Source: an optimization exercise on an open RTL-to-GDS flow (aim: small area, a short achievable clock period and few clock cycles per item). Production flows keep margins and buffers that such runs may drop. RTL that was checked went through simulation tests only; none was proved equivalent to the original. Power is estimated from default activity; no workload was simulated.

// fpu_mult_arb
module fpu_mult_arb
#(
   parameter int NUM_REQ = 4
)(
   input  logic                    clk,
   input  logic                    rst,
   input  logic [NUM_REQ-1:0]      req_valid,
   output logic [NUM_REQ-1:0]      req_ready,
   input  logic [NUM_REQ*FP_W-1:0] req_a,
   input  logic [NUM_REQ*FP_W-1:0] req_b,
   output logic [NUM_REQ-1:0]      rsp_valid,
   input  logic [NUM_REQ-1:0]      rsp_ready,
   output logic [FP_W-1:0]         rsp_data,
   output logic                    busy
);
Size: ~270 flip-flops, ~310 I/O pins, roughly 24000 µm² of cells after synthesis.
clock: 9.0 ns
lec_check: 0
cap_margin: 20
core_margin: 2
core_utilization: 40
slew_margin: 20
synth_hierarchical: 1
synth_minimum_keep_size: 0
standard.sh (not shown) runs the stock make flow with config.mk's settings and CLKGATE_MAP_FILE= SYNTH_SCRIPT=/design/flow/synth_recipe.tcl, a recipe that flattens the netlist after the stock synthesis.
==> flow/flow/run.sh <==
#!/bin/bash
# Layout flow: the standard layout (standard.sh: the standard synthesis,
# floorplan, power grid, placement, CTS and routing, all unchanged) with two
# settings of how the layout is made:
#   - every input and output port still gets its own buffer, but a
#     sky130_fd_sc_hd__buf_1 instead of the delay cell buffer_ports picks;
set -euo pipefail
MARGIN=5.5
cd "$(dirname "$0")/.."
bash standard.sh "BUFFER_PORTS_ARGS=-buffer_cell sky130_fd_sc_hd__buf_1" \
   "SETUP_SLACK_MARGIN=$MARGIN" finish > standard.log 2>&1
Change:
- CORE_UTILIZATION: 40 -> 60
Result: Cell area drops by 2.6%. Sequential cell count stays the same. Setup slack loses 0.025 ns. Power drops by 3.1%. Cell count came out lower by 8.5%. Sequential share of layout area rises by 0.62 points. Core utilization climbs by 23 points. Count of clock-buffer cells in the layout falls by 6.
Change:
--- a/flow/flow/run.sh
+++ b/flow/flow/run.sh
@@ -6,5 +6,5 @@
 #     sky130_fd_sc_hd__buf_1 instead of the delay cell buffer_ports picks;
 set -euo pipefail
-MARGIN=5.5
+MARGIN=5.7
 cd "$(dirname "$0")/.."
 bash standard.sh "BUFFER_PORTS_ARGS=-buffer_cell sky130_fd_sc_hd__buf_1" \
- CORE_UTILIZATION: 60 -> 40
=> Final cell count climbs by 14%. Clock skew drops by 0.0043 ns. Setup slack degrades by 0.020 ns. Cell area rose by 11%. Non-clock buffer count came out higher by 145. Routed wire length increases by 12%. Power came out higher by 14%. Utilization falls by 19 points.
No functional check of the RTL was part of any run of this note.

* * *

Setup of main:
fpu_mult_arb, a different RTL version from the one above (not shown whole).
Size: ~2,000 cells after synthesis, about 320 flip-flops, ~310 I/O pins.
==> flow/config.mk <==
export PLATFORM = sky130hd
export DESIGN_NAME = fpu_mult_arb
export DESIGN_NICKNAME = fpu_mult_arb
export VERILOG_FILES = /design/flow/design.v
export SDC_FILE = /design/flow/constraint.sdc
export NUM_CORES = 4
export LEC_CHECK = 0
export CAP_MARGIN = 20
export CORE_MARGIN = 2
export CORE_UTILIZATION = 40
export SLEW_MARGIN = 20
export SYNTH_HIERARCHICAL = 1
export SYNTH_MINIMUM_KEEP_SIZE = 0
==> flow/constraint.sdc <==
create_clock -name core_clock -period 9.0 [get_ports {clk}]
set_input_delay 1.8000 -clock core_clock [delete_from_list [all_inputs] [get_ports {clk}]]
set_output_delay 1.8000 -clock core_clock [all_outputs]
set_load 0.01 [all_outputs]
==> flow/flow/run.sh <==
#!/bin/bash
# Layout flow: the standard layout (standard.sh: the standard synthesis,
# floorplan, power grid, placement, CTS and routing, all unchanged) with two
# settings of how the layout is made:
#   - every input and output port still gets its own buffer, but a
#     sky130_fd_sc_hd__buf_1 instead of the delay cell buffer_ports picks;
set -euo pipefail
MARGIN=6.0
cd "$(dirname "$0")/.."
bash standard.sh "BUFFER_PORTS_ARGS=-buffer_cell sky130_fd_sc_hd__buf_1" \
   "SETUP_SLACK_MARGIN=$MARGIN" finish > standard.log 2>&1
Testbench counts of main, summed over its fixed seeds: cycles 3,224, items 3,200.
## Diff of input files: the feature branch against main
-- flow/flow/run.sh --
<<< main, line 7
set -euo pipefail
MARGIN=6.0
cd "$(dirname "$0")/.."
>>> the feature branch, line 7
set -euo pipefail
MARGIN=5.0
cd "$(dirname "$0")/.."
Findings:
Power went down by more than 10% going from main to the feature branch.
Of the feature branch and main, the feature branch shows the lower fmax, with main above it.
Taking main as the reference, in the feature branch post-cts sizing count dropped 48; post-layout instance area decreased about 11%.

-- static timing again, ports no longer ideal --
No port has a modelled driver above. Below, the same layouts with a new extraction and two added sets of constraints.
Step 1: set_driving_cell puts a clkbuf_16 on clk and a buf_2 on each other input, an assumption about the parent block.
Step 2 also shifts input and output timing later by t, the mid clock arrival at the registers, as if the neighbouring blocks saw the same clock.
Slacks: ideal / step 1 / step 2; pairs: ideal / step 1.
| run | t (ns) | slack for setup (ns) | latest minus earliest clock arrival (ns) | worst register clock-pin slew, ns | worst slew at a driven data input, ns |
|---|---|---|---|---|---|
| the first run of note 1 | 0.601 | 5.543 / 5.543 / 5.288 | 0.021 / 0.021 | 0.06 / 0.06 | 0.09 |
| the second run of note 1 | 0.651 | 5.518 / 5.518 / 5.258 | 0.021 / 0.021 | 0.07 / 0.07 | 0.15 |
| the third run of note 1 | 0.655 | 5.498 / 5.498 / 5.272 | 0.017 / 0.017 | 0.07 / 0.07 | 0.11 |
| main | 0.615 | 5.347 / 5.329 / 5.247 | 0.024 / 0.024 | 0.07 / 0.07 | 0.07 |
| the feature branch | 0.601 | 5.144 / 5.144 / 4.957 | 0.028 / 0.028 | 0.07 / 0.07 | 0.10 |
After both steps every run listed still meets setup and hold. The setup slack of the second run of note 1, which loses most, moves by 0.000 ns with the drivers and by -0.260 ns with both steps.
